Background: an optimization exercise with open tools, aiming at small area, a short achievable clock period and few clock cycles per item. Do not read the settings as production practice.
In this exercise RTL edits were held to simulation tests only and were not proved equivalent to the original.
Power and IR drop assume default switching activity.

File: flow/run.sh
#!/bin/bash
# synth_recipe.tcl (not shown) runs the flow's synth.tcl, then flattens the netlist and writes it again
# the make line also repeats each setting of config.mk as NAME=value (left out here)
make -C /OpenROAD-flow-scripts/flow DESIGN_CONFIG=/design/flow/config.mk WORK_HOME=/design/flow/orfs CLKGATE_MAP_FILE= SYNTH_SCRIPT=/design/flow/synth_recipe.tcl finish
File: flow/config.mk
export PLATFORM = sky130hd
export DESIGN_NAME = clip_space_triangle_near_clipper
export DESIGN_NICKNAME = clip_space_triangle_near_clipper
export VERILOG_FILES = /design/flow/design.v
export SDC_FILE = /design/flow/constraint.sdc
export NUM_CORES = 4
export LEC_CHECK = 0
export CAP_MARGIN = 20
export CORE_MARGIN = 2
export CORE_UTILIZATION = 45
export SLEW_MARGIN = 20
File: flow/constraint.sdc
create_clock -name core_clock -period 13.0 [get_ports {clock}]
set_input_delay 2.6000 -clock core_clock [delete_from_list [all_inputs] [get_ports {clock}]]
set_output_delay 2.6000 -clock core_clock [all_outputs]
set_load 0.01 [all_outputs]
File: flow/design.v
package ctnc_pkg;
   localparam int COORD_BITS = 32;
   localparam int FRAC_BITS  = 16;
   localparam int RGB_BITS   = 24;
   localparam int QBITS      = COORD_BITS + FRAC_BITS;
   localparam int DIV_STEPS  = QBITS;
   localparam int STEP_BITS  = $clog2(DIV_STEPS + 1);
   localparam int REQ_BYTES  = (4 * COORD_BITS + RGB_BITS + 7) / 8;
   localparam int RSP_BYTES  = (4 * COORD_BITS + RGB_BITS + 7) / 8;
   typedef logic signed [COORD_BITS-1:0] coord_type;
   typedef struct packed {
      coord_type x;
      coord_type y;
      coord_type z;
      coord_type w;
      logic [RGB_BITS-1:0] rgb;
   } vtx_type;
   localparam logic [2:0] SRC_V0 = 3'd0;
   localparam logic [2:0] SRC_V1 = 3'd1;
   localparam logic [2:0] SRC_V2 = 3'd2;
   localparam logic [2:0] SRC_C1 = 3'd3;
   localparam logic [2:0] SRC_C2 = 3'd4;
   typedef struct packed {
      logic       hold0;      
      logic       hold1;      
      logic       hold2;      
      logic       clip_go;    
      logic [1:0] clip_out;   
      logic [1:0] clip_in;    
      logic       clip_dst;   
      logic [2:0] src;        
      logic       emit;       
   } cmd_type;
   typedef struct packed {
      logic       clip_busy;
      logic       reject;
      logic [2:0] near_out;
   } sts_type;
endpackage
module clip_space_triangle_near_clipper (
   input  logic         clock,
   input  logic         reset,
   input  logic         req_tvalid,
   output logic         req_tready,
   input  logic [ctnc_pkg::REQ_BYTES*8-1:0] req_tdata,
   output logic         rsp_tvalid,
   input  logic         rsp_tready,
   output logic [ctnc_pkg::RSP_BYTES*8-1:0] rsp_tdata,
   output logic         rsp_tlast
);
   localparam logic [1:0] TY_VIS = 2'd0;
   localparam logic [1:0] TY_TWO = 2'd1;
   localparam logic [1:0] TY_ONE = 2'd2;
   logic [151:0] slot0, slot1, slot2;
   logic [5:0]   fl0, fl1, fl2;           
   logic [2:0]   free_ff;
   logic [1:0]   wi_ff;
   logic         full_ff;
   logic         rdy_ff;
   logic         em_act_ff;
   logic [1:0]   typ_ff;
   logic [1:0]   ra_ff, rb_ff, rc_ff;
   logic [2:0]   idx_ff;
   logic [127:0] out_xyzw;
   logic [23:0]  out_rgb;
   logic         valid_ff, last_ff;
   logic [4:0]   cs_ff;
   logic [31:0]  nmag_ff, dmag_ff;
   logic         nz_ff, ng_ff;
   logic [31:0]  dd_ff;                   
   logic [33:0]  d3_ff;                   
   logic [31:0]  rr_ff;                   
   logic [31:0]  qn_ff;                   
   logic         sat_ff, zero_ff, neg_ff;
   logic [31:0]  tm_ff;                   
   logic         tn_ff;                   
   logic [31:0]  dm_ff;                   
   logic         ds_ff;                   
   logic [47:0]  acc_ff;
   logic         sg_ff;                   
   assign req_tready = rdy_ff;
   assign rsp_tvalid = valid_ff;
   assign rsp_tlast  = last_ff;
   assign rsp_tdata  = {out_rgb, out_xyzw};
   logic signed [32:0] ix, iy, iz, iw;
   logic [5:0] in_fl;
   always_comb begin
      ix = {req_tdata[31],  req_tdata[31:0]};
      iy = {req_tdata[63],  req_tdata[63:32]};
      iz = {req_tdata[95],  req_tdata[95:64]};
      iw = {req_tdata[127], req_tdata[127:96]};
      in_fl[0] = (iz + iw) < 0;           
      in_fl[1] = (iw - iz) < 0;           
      in_fl[2] = (ix + iw) < 0;           
      in_fl[3] = (iw - ix) < 0;           
      in_fl[4] = (iy + iw) < 0;           
      in_fl[5] = (iw - iy) < 0;           
   end
   logic       deciding;
   logic [2:0] nr;
   logic       reject;
   logic [1:0] typ_d, ra_d, rb_d, rc_d;
   always_comb begin
      deciding = full_ff && !em_act_ff;
      nr = {fl2[0], fl1[0], fl0[0]};
      reject = |(fl0 & fl1 & fl2);
      typ_d = TY_VIS; ra_d = 2'd0; rb_d = 2'd1; rc_d = 2'd2;
      if (nr[0] && nr[1]) begin
         typ_d = TY_TWO; ra_d = 2'd0; rb_d = 2'd1; rc_d = 2'd2;
      end else if (nr[1] && nr[2]) begin
         typ_d = TY_TWO; ra_d = 2'd1; rb_d = 2'd2; rc_d = 2'd0;
      end else if (nr[0] && nr[2]) begin
         typ_d = TY_TWO; ra_d = 2'd2; rb_d = 2'd0; rc_d = 2'd1;
      end else if (nr[0]) begin
         typ_d = TY_ONE; ra_d = 2'd0; rb_d = 2'd1; rc_d = 2'd2;
      end else if (nr[1]) begin
         typ_d = TY_ONE; ra_d = 2'd1; rb_d = 2'd2; rc_d = 2'd0;
      end else if (nr[2]) begin
         typ_d = TY_ONE; ra_d = 2'd2; rb_d = 2'd0; rc_d = 2'd1;
      end
   end
   logic       a_done, b_done;
   logic [1:0] typ_c, ra_c, rb_c, rc_c;
   logic [2:0] idx_c;
   logic       cand, e_rdy, e_last;
   logic [1:0] xs, cs_rgb;
   always_comb begin
      a_done = (cs_ff == 5'd0) || (cs_ff >= 5'd20);
      b_done = (cs_ff == 5'd0);
      if (deciding) begin
         typ_c = typ_d; ra_c = ra_d; rb_c = rb_d; rc_c = rc_d; idx_c = 3'd0;
         cand  = !reject;
      end else begin
         typ_c = typ_ff; ra_c = ra_ff; rb_c = rb_ff; rc_c = rc_ff; idx_c = idx_ff;
         cand  = em_act_ff;
      end
      xs = ra_c; cs_rgb = ra_c; e_rdy = 1'b1; e_last = 1'b0;
      case (typ_c)
         TY_TWO: begin
            case (idx_c)
               3'd0:    begin xs = rc_c; end
               3'd1:    begin xs = ra_c; e_rdy = a_done; end
               default: begin xs = rb_c; e_rdy = b_done; e_last = 1'b1; end
            endcase
            cs_rgb = xs;
         end
         TY_ONE: begin
            case (idx_c)
               3'd0:    begin xs = rb_c; cs_rgb = rb_c; end
               3'd1:    begin xs = rc_c; cs_rgb = rc_c; end
               3'd2:    begin xs = rc_c; cs_rgb = ra_c; e_rdy = a_done; end
               3'd3:    begin xs = rb_c; cs_rgb = rb_c; end
               3'd4:    begin xs = rc_c; cs_rgb = ra_c; end
               default: begin xs = ra_c; cs_rgb = ra_c; e_rdy = b_done; e_last = 1'b1; end
            endcase
         end
         default: begin
            case (idx_c)
               3'd0:    xs = ra_c;
               3'd1:    xs = rb_c;
               default: begin xs = rc_c; e_last = 1'b1; end
            endcase
            cs_rgb = xs;
         end
      endcase
   end
   logic out_free, em_go;
   assign out_free = !valid_ff || rsp_tready;
   assign em_go    = cand && e_rdy && out_free;
   logic [127:0] e_xyzw;
   logic [23:0]  e_rgb;
   always_comb begin
      case (xs)
         2'd0:    e_xyzw = slot0[127:0];
         2'd1:    e_xyzw = slot1[127:0];
         default: e_xyzw = slot2[127:0];
      endcase
      case (cs_rgb)
         2'd0:    e_rgb = slot0[151:128];
         2'd1:    e_rgb = slot1[151:128];
         default: e_rgb = slot2[151:128];
      endcase
   end
   logic [1:0] ja_o, ja_i, ja_w, jb_o, jb_i, jb_w;
   always_comb begin
      if (typ_ff == TY_TWO) begin
         ja_o = ra_ff; ja_i = rc_ff; ja_w = ra_ff;
         jb_o = rb_ff; jb_i = rc_ff; jb_w = rb_ff;
      end else begin
         ja_o = ra_ff; ja_i = rc_ff; ja_w = rc_ff;
         jb_o = ra_ff; jb_i = rb_ff; jb_w = ra_ff;
      end
   end
   logic stall, cen;
   assign stall = (cs_ff == 5'd13) && (typ_ff == TY_ONE) && (idx_ff < 3'd2);
   assign cen   = !stall;
   logic ds1, ds2, run, tload, ma, mbl, mbh, mc;
   logic ds_jb;                          
   logic [4:0] m_ma, m_mb, m_mc;         
   logic [4:0] c10, c11, c12, c13;
   always_comb begin
      ds1   = (cs_ff == 5'd1) || (cs_ff == 5'd9);
      ds2   = (cs_ff == 5'd2) || (cs_ff == 5'd10);
      ds_jb = cs_ff[3];
      run   = ((cs_ff >= 5'd3) && (cs_ff <= 5'd18));
      tload = (cs_ff == 5'd10) || (cs_ff == 5'd18);
      ma    = (cs_ff >= 5'd10) && (cs_ff <= 5'd24) && !cs_ff[0];
      mbl   = (cs_ff >= 5'd11) && (cs_ff <= 5'd25) &&  cs_ff[0];
      mbh   = (cs_ff >= 5'd12) && (cs_ff <= 5'd26) && !cs_ff[0];
      mc    = (cs_ff >= 5'd13) && (cs_ff <= 5'd27) &&  cs_ff[0];
      c10   = cs_ff - 5'd10;
      c11   = cs_ff - 5'd11;
      c12   = cs_ff - 5'd12;
      c13   = cs_ff - 5'd13;
      m_ma  = {1'b0, c10[4:1]};
      m_mb  = mbl ? {1'b0, c11[4:1]} : {1'b0, c12[4:1]};
      m_mc  = {1'b0, c13[4:1]};
   end
   function automatic logic [31:0] rd(input logic [1:0] s, input logic [1:0] k,
                                      input logic [151:0] a, input logic [151:0] b,
                                      input logic [151:0] c);
      logic [127:0] v;
      case (s)
         2'd0:    v = a[127:0];
         2'd1:    v = b[127:0];
         default: v = c[127:0];
      endcase
      case (k)
         2'd0:    rd = v[31:0];
         2'd1:    rd = v[63:32];
         2'd2:    rd = v[95:64];
         default: rd = v[127:96];
      endcase
   endfunction
   logic [1:0] p1_o, p1_i, p1_k;
   logic [31:0] p1_oc, p1_ic;
   logic [1:0] p2_o, p2_k, mc_w;
   logic [31:0] p2_oc;
   always_comb begin
      if (ds1) begin
         p1_o = ds_jb ? jb_o : ja_o;
         p1_i = ds_jb ? jb_i : ja_i;
         p1_k = 2'd2;
      end else begin
         p1_o = m_ma[2] ? jb_o : ja_o;
         p1_i = m_ma[2] ? jb_i : ja_i;
         p1_k = m_ma[1:0];
      end
      p1_oc = rd(p1_o, p1_k, slot0, slot1, slot2);
      p1_ic = rd(p1_i, p1_k, slot0, slot1, slot2);
      p2_o  = m_mc[2] ? jb_o : ja_o;
      mc_w  = m_mc[2] ? jb_w : ja_w;
      p2_k  = m_mc[1:0];
      p2_oc = rd(p2_o, p2_k, slot0, slot1, slot2);
   end
   logic signed [32:0] dz_p, dz_n;
   logic [31:0] nmag_c, dmag_c;
   logic        nz_c, ng_c;
   always_comb begin
      dz_p   = {p1_ic[31], p1_ic} - {p1_oc[31], p1_oc};
      dz_n   = {p1_oc[31], p1_oc} - {p1_ic[31], p1_ic};
      dmag_c = dz_p[32] ? dz_n[31:0] : dz_p[31:0];
      nmag_c = p1_oc[31] ? (32'd0 - p1_oc) : p1_oc;
      nz_c   = (p1_oc == 32'd0);
      ng_c   = (!p1_oc[31] && !nz_c) ^ dz_p[32];
   end
   logic [31:0] r1, r2;
   logic [1:0]  q1, q2;
   logic [31:0] qn_next;
   function automatic logic [33:0] r4(input logic [31:0] r, input logic [1:0] b,
                                      input logic [31:0] d, input logic [33:0] d3);
      logic [33:0] rp;
      logic [34:0] s1, s2, s3;
      rp = {r, b};
      s1 = {1'b0, rp} - {3'b0, d};
      s2 = {1'b0, rp} - {2'b0, d, 1'b0};
      s3 = {1'b0, rp} - {1'b0, d3};
      if (!s3[34])      r4 = {2'd3, s3[31:0]};
      else if (!s2[34]) r4 = {2'd2, s2[31:0]};
      else if (!s1[34]) r4 = {2'd1, s1[31:0]};
      else              r4 = {2'd0, rp[31:0]};
   endfunction
   logic [33:0] st1, st2;
   always_comb begin
      st1 = r4(rr_ff, qn_ff[31:30], dd_ff, d3_ff);
      q1 = st1[33:32]; r1 = st1[31:0];
      st2 = r4(r1, qn_ff[29:28], dd_ff, d3_ff);
      q2 = st2[33:32]; r2 = st2[31:0];
      qn_next = {qn_ff[27:0], q1, q2};
   end
   logic [31:0] tm_c;
   always_comb begin
      if (zero_ff)     tm_c = 32'd0;
      else if (sat_ff) tm_c = neg_ff ? 32'h8000_0000 : 32'h7FFF_FFFF;
      else             tm_c = qn_next;
   end
   logic signed [32:0] cd_p, cd_n;
   logic [31:0] dm_c;
   always_comb begin
      cd_p = {p1_ic[31], p1_ic} - {p1_oc[31], p1_oc};
      cd_n = {p1_oc[31], p1_oc} - {p1_ic[31], p1_ic};
      dm_c = cd_p[32] ? cd_n[31:0] : cd_p[31:0];
   end
   logic [15:0] th;
   logic [47:0] mul_c;
   always_comb begin
      th    = mbl ? tm_ff[15:0] : tm_ff[31:16];
      mul_c = {16'd0, dm_ff} * {32'd0, th} + (mbl ? 48'd0 : {16'd0, acc_ff[47:16]});
   end
   logic        big;
   logic [31:0] pm;
   logic [32:0] sum_c;
   logic [31:0] res_c;
   always_comb begin
      big = |acc_ff[47:31];
      if (sg_ff) pm = big ? 32'h8000_0000 : {1'b0, acc_ff[30:0]};
      else       pm = big ? 32'h7FFF_FFFF : {1'b0, acc_ff[30:0]};
      sum_c = {p2_oc[31], p2_oc} + ({1'b0, pm} ^ {33{sg_ff}}) + {32'd0, sg_ff};
      if (sum_c[32] != sum_c[31]) res_c = sum_c[32] ? 32'h8000_0000 : 32'h7FFF_FFFF;
      else                        res_c = sum_c[31:0];
   end
   logic acc_in;
   assign acc_in = req_tvalid && rdy_ff;
   logic [2:0] free_n;
   logic [1:0] wi_n;
   always_comb begin
      free_n = free_ff;
      wi_n   = wi_ff;
      if (acc_in) begin
         free_n[wi_ff] = 1'b0;
         wi_n = (wi_ff == 2'd2) ? 2'd0 : wi_ff + 2'd1;
      end
      if (deciding && reject) free_n = 3'b111;
      if (em_go) begin
         if (e_last && typ_c != TY_VIS) free_n = 3'b111;
         else if (typ_c == TY_VIS)      free_n[xs] = 1'b1;
      end
   end
   always_ff @(posedge clock) begin
      if (reset) begin
         free_ff   <= 3'b111;
         wi_ff     <= 2'd0;
         full_ff   <= 1'b0;
         rdy_ff    <= 1'b1;
         em_act_ff <= 1'b0;
         valid_ff  <= 1'b0;
         cs_ff     <= 5'd0;
      end else begin
         free_ff <= free_n;
         wi_ff   <= wi_n;
         rdy_ff  <= free_n[wi_n];
         if (acc_in && wi_ff == 2'd2) full_ff <= 1'b1;
         else if (deciding)           full_ff <= 1'b0;
         if (deciding && !reject)     em_act_ff <= !(em_go && e_last);
         else if (em_go && e_last)    em_act_ff <= 1'b0;
         if (em_go)         valid_ff <= 1'b1;
         else if (rsp_tready) valid_ff <= 1'b0;
         if (deciding && !reject && typ_d != TY_VIS) cs_ff <= 5'd1;
         else if (cs_ff == 5'd27)                    cs_ff <= 5'd0;
         else if (cs_ff != 5'd0 && cen)              cs_ff <= cs_ff + 5'd1;
      end
   end
   always_ff @(posedge clock) begin
      if (deciding && !reject) begin
         typ_ff <= typ_d; ra_ff <= ra_d; rb_ff <= rb_d; rc_ff <= rc_d;
      end
      if (em_go) idx_ff <= idx_c + 3'd1;
      else if (deciding) idx_ff <= 3'd0;
      if (em_go) begin
         out_xyzw <= e_xyzw;
         out_rgb  <= e_rgb;
         last_ff  <= e_last;
      end
   end
   always_ff @(posedge clock) begin
      if (acc_in && wi_ff == 2'd0) begin slot0 <= req_tdata; fl0 <= in_fl; end
      if (acc_in && wi_ff == 2'd1) begin slot1 <= req_tdata; fl1 <= in_fl; end
      if (acc_in && wi_ff == 2'd2) begin slot2 <= req_tdata; fl2 <= in_fl; end
      if (mc && cen) begin
         case (mc_w)
            2'd0: slot0[32*p2_k +: 32] <= res_c;
            2'd1: slot1[32*p2_k +: 32] <= res_c;
            default: slot2[32*p2_k +: 32] <= res_c;
         endcase
      end
   end
   always_ff @(posedge clock) begin
      if (cen) begin
         if (ds1) begin
            nmag_ff <= nmag_c; dmag_ff <= dmag_c; nz_ff <= nz_c; ng_ff <= ng_c;
         end
         if (tload) begin
            tm_ff <= tm_c; tn_ff <= neg_ff;
         end
         if (ds2) begin
            dd_ff   <= dmag_ff;
            d3_ff   <= {2'b0, dmag_ff} + {1'b0, dmag_ff, 1'b0};
            rr_ff   <= {16'd0, nmag_ff[31:16]};
            qn_ff   <= {nmag_ff[15:0], 16'd0};
            sat_ff  <= ({15'd0, nmag_ff[31:15]} >= dmag_ff);
            zero_ff <= nz_ff;
            neg_ff  <= ng_ff;
         end else if (run) begin
            rr_ff <= r2;
            qn_ff <= qn_next;
         end
         if (ma) begin
            dm_ff <= dm_c; ds_ff <= cd_p[32];
         end
         if (mbl || mbh) acc_ff <= mul_c;
         if (mbh) sg_ff <= ds_ff ^ tn_ff;
      end
   end
endmodule
==> results_dict.tcl <==
set metrics [dict create \
    clk_pin_slew_ns 0.06 \
    rows 163 \
    avgRoutedWirePerCell_um 28.1 \
    async_flop_share 0 \
    ys_ff_latch 962 \
    io_pins 311 \
    clock_latency_ns 0.86 \
    drive_gt1_frac 0.0472 \
    synth_compound_area_frac 0.200 \
    worst_pin_slew_ns 1.24 \
    hold_viol_final 0 \
    grt_pass1_wl_mm 537 \
    grt_usage 0.358 \
    place_congestion 0.981 \
    dpl.hpwl_mm 264 \
    fin_crit_sh 0.794 \
    cts_resized 0 \
    firstDrtPassIters 7 \
    start_kind "flip-flop" \
    cts_tree "yes" \
    hold_path_class "reg -> reg" \
    yosysUniqueCellTypes 106 \
    cts_buffers 113 \
    powerDensity_nw_per_um2 239 \
    grt_overflow 0 \
    coreArea_um2 197000 \
    synth-main-ff-cell "edfxtp_1" \
    rsz0062_at_grt "no" \
    hold_buffers 0 \
    die_h_um 448 \
    p_leak_uw 0.0424 \
    die_area_um2 201000 \
    grt_util_met1 0.446 \
    synthMuxAreaShare 0.0797 \
    start_util 0.452 \
    synth_area_per_cell_um2 8.53 \
    post_cts_buffers 0 \
    crit_type "reg -> reg" \
    routed_wl_mm 368 \
    drv_cap 0 \
    cts_root_buf "clkbuf_16" \
    met3_usage 0.0768 \
    die_w_um 448 \
    nets 11600 \
    arrival_ns 10.84 \
    synth_area_um2 88900 \
    finalSetupViolCount 0 \
    max_stage_delay_ns 0.86 \
    vias_per_cell 6.36 \
    synthAdderAreaFrac 0.199 \
    critical_path.max_fanout 49 \
    ys_seq_area_frac 0.272 \
    critPathRequiredTime_ns 13.52 \
    status "complete, no violations" \
    cts.sinks 962 \
    vias 83300 \
    cp-end-kind "flip-flop" \
    finalCriticalPeriod_ns 10.33 \
    max-clock-path-buffers 3 \
    areaGrowthSynthToFinish_pct 10.4 \
    finalClockSkew_ns 0.108 \
    final_cell_count_no_fill 13100 \
    synthCells 10400 \
    fmax_mhz 96.8 \
    grt.busiest_layer "met2" \
    synth_xor_xnor_area_share 0.0341 \
    grt_util_met2 0.556 \
    antenna_left 0 \
    ys_warn_count 1 \
    grt_pass1_vias 81000 \
    slew_violations 0 \
    syn_nets 11700 \
    drc 0 \
    synth_edf_count 489 \
    port_buffers 310 \
    grt_max_degree 129 \
    first_iter_violations 9685 \
    cp_slowest_cell "o41ai_1" \
    ir_drop_v 0.000293 \
    final_common_cell "nand2_1" \
    yosys.area_share.simple 0.148 \
    finalSetupTns_ns 0 \
    dp_cells 12900 \
    synth_top_family_by_area "compound AO/OA/AOI/OAI gates" \
    slew_headroom 0.171 \
    htree_levels 3 \
    antenna_found_initial 18 \
    layout_common_cells "1211 x nand2_1, 900 x inv_1, 774 x nor2_1" \
]
[critical path: cells and delay by family, from the launching register on]
kind                       cells  cell delay (ns)
xor gates and xnor gates       1             0.08
DFF                            1             0.65
AOI/OAI and AO/OA             11             2.78
adders and majority gates      8             3.80
buffers and inverters          8             1.38
and+or+nand+nor                4             0.50
muxes                          1             0.80
[flip-flops by register name (all words and copies together), names as in the netlist, 2 cells and up]
register / count
out_xyzw: 128
tm_ff: 32
fl0: 6
qn_ff: 32
dd_ff: 31
slot2: 152
nmag_ff: 32
out_rgb: 24
idx_ff: 3
fl1: 6
d3_ff: 34
acc_ff: 48
rr_ff: 32
slot1: 152
wi_ff: 2
slot0: 152
dm_ff: 32
typ_ff: 2
dmag_ff: 32
fl2: 6
free_ff: 3
cs_ff: 5
[report_power, final]
group	switching (uW)	internal [uW]
logic	9880	4540
registers	1070	4570
clock network	1480	1880
[layout make-up]
cell class              instances  area (um^2)
fillers                     18600        98700
diodes                          8         20.0
clock inverters                64          802
well taps                    2640         3300
flip-flops and latches        962        24200
repair buffers                459         4260
multi-input cells            7911        59100
inverters                     907         3420
clock buffers                 151         3100
[metrics by stage]
step	cell area, um^2	hold slack, ns	util	setup WS (ns)	power, uW
finish	98200	0.419	0.499	2.67	23400
global route	98100	0.439	0.499	2.13	24400
CTS	98100	0.423	0.499	2.68	22900
floorplan	88900	0.400	-	1.38	14200
global placement	94200	0.407	0.478	2.80	19300
detailed placement	94200	0.410	0.479	2.74	19500
[path summary, 6_finish.rpt]
kind	endpoint	cells after the start	start	slack, ns
worst min register to register	neg_ff	0	ng_ff	0.42
worst max-delay path	acc_ff[47]	33	cs_ff[1]	2.67
worst max register to register	acc_ff[47]	33	cs_ff[1]	2.67
worst min-delay path	neg_ff	0	ng_ff	0.42
[synth_stat cells, types with 125 or more instances]
library cell / number / area [um^2]
xnor2_1: 242 / 2120
clkbuf_1: 523 / 1960
nand3_1: 125 / 626
edfxtp_1: 489 / 14700
o22ai_1: 524 / 3280
ha_1: 679 / 8500
nand2_1: 1217 / 4570
inv_1: 900 / 3380
fa_1: 460 / 9210
a21oi_1: 701 / 3510
nor2_1: 781 / 2930
a31oi_1: 193 / 1210
a211oi_1: 157 / 1180
a21o_1: 214 / 1610
o21ai_0: 459 / 2300
and2_1: 255 / 1600
dfxtp_1: 473 / 9470
mux2i_1: 668 / 6690
[metal layers]
metal  routed length, um  part of all wire
met1              141000              0.38
met2              161000              0.44
met3               36500             0.099
met4               29800             0.081
met5                 104           0.00028
[cells by family after synthesis]
group,count (synthesis)
xor gates and xnor gates,346
muxes,703
AOI/OAI and AO/OA,2811
DFF,962
and+or+nand+nor,2911
adders and majority gates,1140
buffers and inverters,1554
Testbench counts, summed over its fixed seeds: cycles 3,888, triangles 256.

re-timing with driven ports:
In the flow no input, the clock included, has a driving cell. The finished layout below was timed again as built, in two steps.
Step 1: set_driving_cell puts a clkbuf_16 on clock and a buf_2 on each other input, an assumption about the parent block.
Step 2 also shifts input and output timing later by t, the mid clock arrival at the registers, as if the neighbouring blocks saw the same clock.
Slacks: ideal ports / drivers / drivers and shift; pairs: ideal ports / drivers.
t, ns: 0.896
setup WS [ns]: 2.672 / 2.672 / 2.672
slew at the worst register clock pin (ns): 0.07 / 0.07
worst data-port slew with drivers (ns): 0.20
After both steps setup and hold are still met in this run. The setup slack of this run moves by 0.000 ns with the drivers and by 0.000 ns with both steps.
